This is an optimization exercise on Yosys and OpenROAD, whose aim is small area, not a production implementation.
In this exercise RTL edits were held to simulation tests only and were not proved equivalent to the original.
Power figures rest on the tool's default switching activity, not on a simulated workload.

[config.mk]
export PLATFORM = sky130hd
export DESIGN_NAME = dist_feed
export DESIGN_NICKNAME = dist_feed
export VERILOG_FILES = /design/flow/design.v
export SDC_FILE = /design/flow/constraint.sdc
export NUM_CORES = 4
export LEC_CHECK = 0
export CAP_MARGIN = 20
export CORE_MARGIN = 2
export CORE_UTILIZATION = 60
export SLEW_MARGIN = 20
export SYNTH_HIERARCHICAL = 1
[flow/run.sh]
#!/bin/bash
# Layout flow: the standard ORFS flow (standard.sh, standard synthesis unchanged) with
#  - port buffers made of buf_1 instead of the default clkdlybuf4s50_1,
#  - clock tree of clkbuf_8 leaves, 18 sinks per cluster, without dummy loads.
# Each port still gets its own buffer; clock period and constraints are the standard flow's.
set -euo pipefail
export BUFFER_PORTS_ARGS="-buffer_cell sky130_fd_sc_hd__buf_1"
export CTS_ARGS="-sink_clustering_enable -repair_clock_nets -dont_use_dummy_load -buf_list {sky130_fd_sc_hd__clkbuf_8} -sink_clustering_size 18 -sink_clustering_max_diameter 60"
bash standard.sh > standard.log 2>&1
[constraint.sdc]
create_clock -name core_clock -period 5.0 [get_ports {clk}]
set_input_delay 1.0000 -clock core_clock [delete_from_list [all_inputs] [get_ports {clk}]]
set_output_delay 1.0000 -clock core_clock [all_outputs]
set_load 0.01 [all_outputs]
[design.v]
module dist_feed #(
    parameter int DW     = 64,
    parameter int QDEPTH = 4
) (
    input  logic          clk,
    input  logic          rst,
    input  logic          sv_wr_en,
    input  logic [2:0]    sv_wr_idx,
    input  logic [DW-1:0] sv_wr_data,
    input  logic          sv_commit,
    input  logic          q_valid,
    input  logic [DW-1:0] q_data,
    output logic          q_ready,
    output logic [DW-1:0] query,
    output logic [DW-1:0] search_0,
    output logic [DW-1:0] search_1,
    output logic [DW-1:0] search_2,
    output logic [DW-1:0] search_3,
    output logic [DW-1:0] search_4,
    output logic [DW-1:0] search_5,
    output logic [DW-1:0] search_6,
    output logic [DW-1:0] search_7,
    output logic          in_valid,
    output logic          commit_err,
    output logic [15:0]   q_count
);
    logic [DW-1:0] shadow   [8];
    logic [DW-1:0] active   [8];
    logic [DW-1:0] fifo_mem [4];
    logic [7:0]    mask, wr_sel, mask_wr;
    logic [2:0]    fifo_count;
    logic          running, pending, commit_ok, push, pop;
    logic [3:0]    fifo_ld, fifo_sh, fifo_hold;
    logic [DW-1:0] shadow_d [8];
    logic [DW-1:0] active_d [8];
    logic [DW-1:0] fifo_d   [4];
    always_comb begin
        wr_sel    = sv_wr_en ? (8'h01 << sv_wr_idx) : 8'h00;
        mask_wr   = mask | wr_sel;
        commit_ok = sv_commit && (mask_wr == 8'hFF);
        q_ready   = !fifo_count[2];
        for (int i = 0; i < 4; i++) begin
            fifo_ld[i]   = push && (fifo_count == 3'(i));
            fifo_sh[i]   = in_valid && !fifo_ld[i];
            fifo_hold[i] = !in_valid && !fifo_ld[i];
        end
        push      = q_valid && q_ready;
        pop       = running && (fifo_count != 3'd0);
    end
    always_ff @(posedge clk or negedge rst) begin
        if (!rst) begin
            running    <= 1'b0;
            mask       <= 8'h00;
            commit_err <= 1'b0;
        end else begin
            if (commit_ok) begin
                running <= 1'b1;
                mask    <= 8'h00;
            end else begin
                mask <= mask_wr;
                if (sv_commit) commit_err <= 1'b1;
            end
        end
    end
    always_ff @(posedge clk) begin
        pending <= commit_ok;
    end
    for (genvar k = 0; k < 8; k++) begin : g_bank
        dist_feed_hold #(.W(DW)) u_shadow (
            .ld(wr_sel[k]), .hold(!wr_sel[k]), .d(sv_wr_data), .q(shadow[k]), .y(shadow_d[k])
        );
        dist_feed_hold #(.W(DW)) u_active (
            .ld(pending), .hold(!pending), .d(shadow[k]), .q(active[k]), .y(active_d[k])
        );
    end
    for (genvar i = 0; i < 3; i++) begin : g_fifo
        dist_feed_shift #(.W(DW)) u_slot (
            .ld(fifo_ld[i]), .sh(fifo_sh[i]), .hold(fifo_hold[i]),
            .d(q_data), .x(fifo_mem[i+1]), .q(fifo_mem[i]), .y(fifo_d[i])
        );
    end
    dist_feed_hold #(.W(DW)) u_slot3 (
        .ld(fifo_ld[3]), .hold(!fifo_ld[3]), .d(q_data), .q(fifo_mem[3]), .y(fifo_d[3])
    );
    always_ff @(posedge clk) begin
        for (int k = 0; k < 8; k++) begin
            shadow[k] <= shadow_d[k];
            active[k] <= active_d[k];
        end
        for (int i = 0; i < 4; i++)
            fifo_mem[i] <= fifo_d[i];
    end
    always_ff @(posedge clk or negedge rst) begin
        if (!rst) begin
            fifo_count <= '0;
            in_valid   <= 1'b0;
        end else begin
            in_valid <= pop;
            case ({push, pop})
                2'b10:   fifo_count <= fifo_count + 1'b1;
                2'b01:   fifo_count <= fifo_count - 1'b1;
                default: fifo_count <= fifo_count;
            endcase
        end
    end
    assign query    = fifo_mem[0];
    assign search_0 = active[0];
    assign search_1 = active[1];
    assign search_2 = active[2];
    assign search_3 = active[3];
    assign search_4 = active[4];
    assign search_5 = active[5];
    assign search_6 = active[6];
    assign search_7 = active[7];
    logic [15:0] cnt;
    always_ff @(posedge clk or negedge rst) begin
        if (!rst)                             cnt <= 16'h0000;
        else if (in_valid && cnt != 16'hFFFF) cnt <= cnt + 16'h0001;
    end
    assign q_count = cnt;
endmodule
module dist_feed_hold #(
    parameter int W = 64
) (
    input  logic         ld,
    input  logic         hold,
    input  logic [W-1:0] d,
    input  logic [W-1:0] q,
    output logic [W-1:0] y
);
    assign y = ({W{ld}} & d) | ({W{hold}} & q);
endmodule
module dist_feed_shift #(
    parameter int W = 64
) (
    input  logic         ld,
    input  logic         sh,
    input  logic         hold,
    input  logic [W-1:0] d,
    input  logic [W-1:0] x,
    input  logic [W-1:0] q,
    output logic [W-1:0] y
);
    assign y = ({W{ld}} & d) | ({W{sh}} & x) | ({W{hold}} & q);
endmodule
[standard.sh]
#!/bin/bash
# synth_recipe.tcl (not shown) runs the flow's synth.tcl, then flattens the netlist and writes it again
# the make line also repeats each setting of config.mk as NAME=value (left out here)
make -C /OpenROAD-flow-scripts/flow DESIGN_CONFIG=/design/flow/config.mk WORK_HOME=/design/flow/orfs CLKGATE_MAP_FILE= SYNTH_SCRIPT=/design/flow/synth_recipe.tcl "${@:-finish}"
==> impl_summary.txt, run 1 <==
----------------------------------------------------
[Run status]
  Status ... complete, no violations

[Pwr]
  Power dissipated by switching net loads ... 10.2 mW
  Worst IR drop on VDD ... 0.000452 V
  Pwr/cell area ... 644 mW/mm²
  Internal Dissipation ... 18.8 mW
  Net Sw Frac ... 35.3%
  Portion of total power attributed to the clock network ... 16.1%
  Relative contribution of combinational cells to total power ... 29.4%
  Overall Power ... 29.0 mW
  Cell leakage power ... 19.9 nW
  Part of the total power dissipated in sequential elements ... 54.5%

[Global route]
  Maximum number of pins on one net before global-route repair ... 225
  All-Layer GR Usage ... 33.7%
  Congestion Overflow GR ... 0
  Number of global-route vias before repair ... 29.4k
  First-pass GRT wire length ... 192 mm
  Antenna violations before repair ... 15

[Timing]
  Final setup violation count ... 0
  Final-report max-slew violation count ... 0
  Unrepaired setup endpoints after global routing ... no
  Post-route setup slack ... 1.96 ns
  Total Neg Setup Slack ... 0 ns
  Fmax achieved ... 329 MHz
  Post-route minimum period ... 3.04 ns
  Worst rel slew slack ... 14.2%
  Tightest Pin Transition ... 1.29 ns
  Count of endpoints failing hold in the final timing report ... 0
  Final critical-path share of the clock period ... 60.7%
  Worst clock skew ... 0.0392 ns

[Placement]
  Number of input and output port buffers inserted ... 730
  Final RePlAce weighted congestion ... 0.885
  Worst slack at placement ... 0.424 ns
  Total half-perimeter wirelength after legalization and detailed placement ... 82.0 mm
  Placed Instance Area ... 0.0439 mm²

[Critical path]
  Required time of the critical path ... 5.61 ns
  Cell Chain, Critical Path ... buf_1 > nor2b_1 > nand2_4 > buf_4 > inv_4 > a22o_1
  Worst-path maximum fanout ... 65
  Endpoint type of the worst setup path ... flip-flop
  Type of the worst setup path ... in -> reg
  CP arrival ... 3.64 ns
  Maximum cell stage delay along the critical path ... 0.69 ns
  Cell with the largest stage delay on the worst path ... buf_4
  Startpoint kind of the worst setup timing path ... input pin

[Clock tree]
  Clk pin slew, worst setup/hold paths ... 0.11 ns
  H-tree Lvls ... 3
  Number of setup buffers added after CTS ... 0
  Insertion delay to the later sink of the worst-skew pair ... 0.73 ns
  Maximum root-to-sink buffer count ... 3
  Clock tree from TritonCTS ... built
  Cells resized by post-CTS repair ... 0
  Root Buffer ... clkbuf_8
  Total of hold buffers inserted after clock tree synthesis ... 0
  Cts bufs inserted ... 86
  Clock Sink Count ... 1311

[Cells and area]
  Filler Cells Inserted ... 5587
  Post-route cell area ... 0.0451 mm²
  Most used cells in the layout excluding fill and tap cells ... dfxtp_1, a22o_1, buf_1
  P&R area growth vs syn ... 5.43%
  Nets ... 3924
  Proportion of layout cells with a drive suffix above 1 ... 4.31%
  Footprint of the multi-input gates ... 0.0124 mm²
  Footprint of the flip-flops and latches ... 0.0264 mm²
  Most common cell after layout, fill and taps aside ... dfxtp_1
  Layout Utilization ... 64.1%

[Die]
  Number of I/O pins ... 731
  Area of the core ... 0.0703 mm²
  Height of the chip ... 271 µm
  Site Rows ... 97
  Initial core utilization ... 60.8%
  DIE WIDTH ... 271 µm
  Total Die Area ... 0.0734 mm²

[Synthesis]
  Synthesized area per cell ... 13.2 µm²
  Flip-flop and latch count after synthesis ... 1311
  Share of synthesized area occupied by flip-flops and latches ... 61.7%
  Post-synth ARST share ... 2.29%
  Net Count, Synth ... 3373
  Mapped cell area ... 0.0428 mm²
  Count of flip-flops with a built-in enable after synthesis ... 0
  Top cell type's share of synthesized area ... 60.0%
  Largest cells by area after synthesis ... dfxtp_1, a22o_1, buf_6
  Cell count after synthesis ... 3229
  Main synth FF type ... dfxtp_1
  Number of library cell types mapped by synthesis ... 40
  Warning count from the yosys run ... 16
  Cell type with the largest total area after synthesis ... dfxtp_1

[Routing]
  Routed Wire Length ... 130 mm
  Wire length on met2 ... 59.7 mm
  Post-DR vias/cell ... 6.50
  Met1 layer wirelength in the final routing ... 50.6 mm
  Remaining DRCs ... 0
  Wire length per cell ... 27.5 µm
  Post-route ant nets ... 0
  Routed wl met3 ... 12.0 mm
  Number of optimization iterations in the first detailed-route pass ... 11
  Highest signal layer in the routed design ... met5
  DRT iter0 DRCs ... 3761
  DR vias ... 30.7k

[Min path]
  Worst min-delay path category ... in -> async

[Run]
  Max-cap check violation count ... 0

----------------------------------------------------
-- per-stage QoR --
| stage | hold slack [ns] | std cells |
|---|---|---|
| final | 0.379 | 4726 |
| after global routing | 0.389 | 4724 |
| after CTS | 0.342 | 4718 |
| after detailed placement | 0.448 | 4632 |
| after global placement | 0.442 | 4632 |
| after floorplan | 0.421 | 3229 |
-- layout make-up --
type | count | share of cell area [%]
Sequential cell | 1311 | 58.6
Multi-Input combinational cell | 1398 | 27.5
Timing Repair Buffer | 769 | 6.84
Clock buffer | 86 | 2.63
Tap cell | 940 | 2.61
Inverter | 214 | 1.81
Antenna cell | 8 | 0.0444
-- final timing paths --
check,from,endpoint,slack (ns),cells after the start
worst min-delay path,rst,cnt[5],0.38,1
min in group core_clock,fifo_mem[1][57],fifo_mem[0][57],0.46,2
worst max-delay path,sv_wr_idx[2],shadow[0][62],1.96,6
worst max register to register,in_valid,fifo_mem[0][61],2.34,5
max in group asynchronous,rst,mask[5],4.06,1
worst min register to register,fifo_mem[1][57],fifo_mem[0][57],0.46,2
-- flip-flops by register name, summed over array words and instances (netlist names) --
signal,cells
in_valid,1
pending,1
fifo_count,3
fifo_mem,256
mask,8
running,1
cnt,16
active,512
commit_err,1
shadow,512
-- worst max-delay path: cells and delay by family --
kind / cells / cell delay, ns
AO/OA/AOI/OAI: 1 / 0.37
buffers and inverters: 3 / 1.72
AND/OR/NAND/NOR: 2 / 0.50
-- kinds of logic (layout without fill, tap and decap cells) --
group | Yosys count | in the layout | share of synthesized area (%)
DFF | 1311 | 1311 | 61.7
AOI/OAI and AO/OA | 1304 | 1304 | 27.2
buffers and inverters | 520 | 1069 | 9.56
and+or+nand+nor | 65 | 65 | 0.790
xor gates and xnor gates | 14 | 14 | 0.287
adders and majority gates | 8 | 8 | 0.234
muxes | 7 | 7 | 0.190
other | 0 | 8 | 0
-- per-layer routing --
metal / up-vias / global-route usage [%]
met3: 310 / 9.56
li1: 13400 / -
met5: - / 0
met2: 1415 / 52.8
met1: 15500 / 42.5
met4: 16 / 17.2
-- power groups by stage --
stage	clock, mW	combinational, mW	sequential, mW
floorplan	0	4.88	16.3
global placement	0	8.22	15.8
detailed placement	0	8.45	15.9
CTS	4.76	8.48	15.7
global route	5.11	9.10	16.1
finish	4.68	8.52	15.8
-- Yosys cell counts (all sizes together), types with 2 or more instances --
cell,count
nand3,9
o21ai,2
ha,8
nor4,4
buf,303
a32oi,3
nor2,20
dfrtp,30
xnor2,6
nand4,7
inv,214
a21oi,9
nor2b,4
a22o,1088
and3,2
a222oi,192
xor2,8
and2,3
nor3,4
and4,2
nand2,9
clkbuf,3
dfxtp,1281
mux2,6
==> run 2, diff against run 1 <==
--- a/design.v
+++ b/design.v
@@ -31,3 +31,3 @@
     logic [2:0]    fifo_count;
-    logic          running, pending, commit_ok, push, pop;
+    logic          running, pending, pending_n, commit_ok, push, pop;
     logic [3:0]    fifo_ld, fifo_sh, fifo_hold;
@@ -65,3 +65,4 @@
     always_ff @(posedge clk) begin
-        pending <= commit_ok;
+        pending   <= commit_ok;
+        pending_n <= !commit_ok;
     end
@@ -72,3 +73,3 @@
         dist_feed_hold #(.W(DW)) u_active (
-            .ld(pending), .hold(!pending), .d(shadow[k]), .q(active[k]), .y(active_d[k])
+            .ld(pending), .hold(pending_n), .d(shadow[k]), .q(active[k]), .y(active_d[k])
         );
==> flow/run.sh (replaced) <==
#!/bin/bash
# Layout flow: the standard ORFS flow (standard.sh, standard synthesis unchanged) with
#  - port buffers made of buf_1 instead of the default clkdlybuf4s50_1,
#  - clock tree of clkbuf_4 leaves, 11 sinks per cluster, without dummy loads.
# Each port still gets its own buffer; clock period and constraints are the standard flow's.
set -euo pipefail
export BUFFER_PORTS_ARGS="-buffer_cell sky130_fd_sc_hd__buf_1"
export CTS_ARGS="-sink_clustering_enable -repair_clock_nets -dont_use_dummy_load -buf_list {sky130_fd_sc_hd__clkbuf_4} -sink_clustering_size 11 -sink_clustering_max_diameter 40"
bash standard.sh > standard.log 2>&1
==> impl_summary.txt, run 2 <==
----------------------------------------------------
[Run status]
  Status ... complete, no violations

[Timing]
  Final-report max-slew violation count ... 0
  Final setup violation count ... 0
  Fmax achieved ... 328 MHz
  Count of endpoints failing hold in the final timing report ... 0
  Unrepaired setup endpoints after global routing ... no
  Worst clock skew ... 0.0977 ns
  Final worst hold slack ... 0.304 ns
  Tightest Pin Transition ... 1.06 ns
  Final critical-path share of the clock period ... 61.0%
  Worst rel slew slack ... 29.4%
  Post-route minimum period ... 3.05 ns
  Total Neg Setup Slack ... 0 ns

[Global route]
  Antenna violations before repair ... 18
  Met3 Use GR ... 9.63%
  First-pass GRT wire length ... 190 mm
  Met2 track demand over resource in global routing ... 52.3%
  Maximum number of pins on one net before global-route repair ... 156
  Number of global-route vias before repair ... 29.7k
  All-Layer GR Usage ... 33.5%
  Congestion Overflow GR ... 0
  GRT met1 Usage ... 42.3%
  Global routing's busiest layer ... met2

[Clock tree]
  Number of setup buffers added after CTS ... 0
  Clock Sink Count ... 1312
  Maximum root-to-sink buffer count ... 3
  Clk pin slew, worst setup/hold paths ... 0.10 ns
  Insertion delay to the later sink of the worst-skew pair ... 1.03 ns
  Root Buffer ... clkbuf_4
  Clock tree from TritonCTS ... built
  H-tree Lvls ... 4
  Cts bufs inserted ... 153

[Synthesis]
  Main synth FF type ... dfxtp_1
  Count of flip-flops with a built-in enable after synthesis ... 0
  Net Count, Synth ... 3375
  Post-synth ARST share ... 2.29%
  Top cell type's share of synthesized area ... 60.0%
  Flip-flop and latch count after synthesis ... 1312
  Synthesized area per cell ... 13.2 µm²
  Synth cell count leaders ... dfxtp_1, a22o_1, buf_6
  Cell type with the largest total area after synthesis ... dfxtp_1
  Warning count from the yosys run ... 16
  Number of library cell types mapped by synthesis ... 47
  Most common cell in the synthesized netlist ... dfxtp_1
  Largest cells by area after synthesis ... dfxtp_1, a22o_1, buf_6
  Mapped cell area ... 0.0428 mm²
  Share of synthesized area occupied by flip-flops and latches ... 61.7%
  Cell count after synthesis ... 3231

[Critical path]
  Crit path buf inv count ... 1
  Type of the worst setup path ... reg -> out
  Maximum cell stage delay along the critical path ... 0.86 ns
  Cell family with the largest share of critical-path delay ... flip-flops
  Worst R2R Path Depth ... 8
  CP arrival ... 2.05 ns
  Startpoint kind of the worst setup timing path ... flip-flop
  Cell with the largest stage delay on the worst path ... dfrtp_1
  Endpoint type of the worst setup path ... output port
  Worst-path maximum fanout ... 13
  Required time of the critical path ... 4.00 ns
  Cell Chain, Critical Path ... buf_1
  Path length in cells of the critical path ... 1

[Cells and area]
  Layout Utilization ... 64.2%
  Most common cell after layout, fill and taps aside ... dfxtp_1
  Registers with the most flip-flops ... active x512, shadow x512, fifo_mem x256
  P&R area growth vs syn ... 5.46%
  Nets ... 3991
  Proportion of layout cells with a drive suffix above 1 ... 5.90%
  Most used cells in the layout excluding fill and tap cells ... dfxtp_1, a22o_1, buf_1

[Routing]
  Routed Wire Length ... 129 mm
  Remaining DRCs ... 0
  Post-route ant nets ... 0
  Wire length per cell ... 26.9 µm
  DR vias ... 31.0k
  Post-DR vias/cell ... 6.46
  Number of optimization iterations in the first detailed-route pass ... 8
  DRT iter0 DRCs ... 3491

[Placement]
  Number of input and output port buffers inserted ... 730
  Total half-perimeter wirelength after legalization and detailed placement ... 81.1 mm
  Final RePlAce weighted congestion ... 0.844

[Run]
  Max-cap check violation count ... 0

[Pwr]
  Worst IR drop on VDD ... 0.000496 V
  Cell leakage power ... 20.1 nW
  Pwr/cell area ... 640 mW/mm²

[Die]
  Initial core utilization ... 60.9%
  Area of the core ... 0.0703 mm²
  Total Die Area ... 0.0735 mm²
  Height of the chip ... 271 µm
  Number of I/O pins ... 731
  Site Rows ... 97
  DIE WIDTH ... 271 µm

[Min path]
  Worst min-delay path category ... in -> reg
  Number of cells on the worst hold path ... 2

----------------------------------------------------
[run 2: path summary, 6_finish.rpt]
check | endpoint | startpoint | slack, ns
hold / removal | fifo_mem[3][34] | q_data[34] | 0.30
setup reg to reg | fifo_mem[0][40] | fifo_count[0] | 2.01
setup / recovery | in_valid | in_valid | 1.95
hold reg to reg | active[4][19] | shadow[4][19] | 0.42
min in group asynchronous | cnt[2] | rst | 0.60
max in group asynchronous | mask[6] | rst | 3.77
[run 2: cell families after synthesis]
group	after synthesis	synth area share, %
flip-flops	1312	61.7
AO/OA/AOI/OAI	1306	27.2
buffers and inverters	515	9.52
AND/OR/NAND/NOR	70	0.912
XOR/XNOR	15	0.307
adder cells (fa/ha/maj)	8	0.234
multiplexers	5	0.137
[run 2: power by group]
| part | internal (mW) | switching, mW |
|---|---|---|
| clock | 1.41 | 3.20 |
| sequential | 13.8 | 1.99 |
| combinational | 3.41 | 5.05 |
| total | 18.7 | 10.2 |
[run 2: cell type report]
class	count	area, µm²
Fill cell	5592	25100
Tap cell	940	1180
Multi-Input combinational cell	1404	12400
Sequential cell	1312	26400
Timing Repair Buffer	767	3140
Inverter	209	785
Clock buffer	153	1150
Antenna cell	11	27.5
[run 2: what timing repair did]
action	CTS	global route
resized for setup	0	0
endpoints found under the hold margin	5	0
hold buffers	1	0
[run 2: layer usage]
metal  wire length (µm)  part of all wire [%]
met1              51200                    40
met2              59200                    46
met3              11700                   9.1
met4               6680                   5.2
met5                110                 0.085
[run 2: per-stage QoR]
| step | area, µm² | cells | total power [mW] | setup slack, ns |
|---|---|---|---|---|
| after global placement | 43900 | 4630 | 24.0 | 1.63 |
| final | 45100 | 4796 | 28.9 | 1.95 |
| after detailed placement | 43900 | 4630 | 24.4 | 1.56 |
| after floorplan | 42800 | 3231 | 21.2 | 2.84 |
| after CTS | 45100 | 4784 | 28.9 | 1.86 |
| after global routing | 45100 | 4793 | 30.3 | 1.83 |

-- what the ideal ports hide --
Ports are ideal in the flow. The routed layouts listed here were re-timed in OpenROAD. Step 1: set_driving_cell puts a clkbuf_16 on clk and a buf_2 on each other input, an assumption about the parent block. Step 2, shift: input delay + t, output delay - t, t = (earliest + latest rising clock arrival at the registers) / 2. This alone moves slack from input paths to output paths. Slacks: ideal / step 1 / step 2; pairs: ideal / step 1.
| run | t, ns | slack for setup (ns) | worst setup path after step 2 | latest minus earliest clock arrival (ns) |
|---|---|---|---|---|
| run 1 | 0.774 | 1.965 / 1.953 / 1.180 | input to register | 0.044 / 0.043 |
| run 2 | 1.049 | 1.951 / 1.885 / 1.445 | input to register | 0.110 / 0.110 |
After both steps setup and hold are still met in every run listed. The setup slack of run 1, which loses most, moves by -0.012 ns with the drivers and by -0.785 ns with both steps.
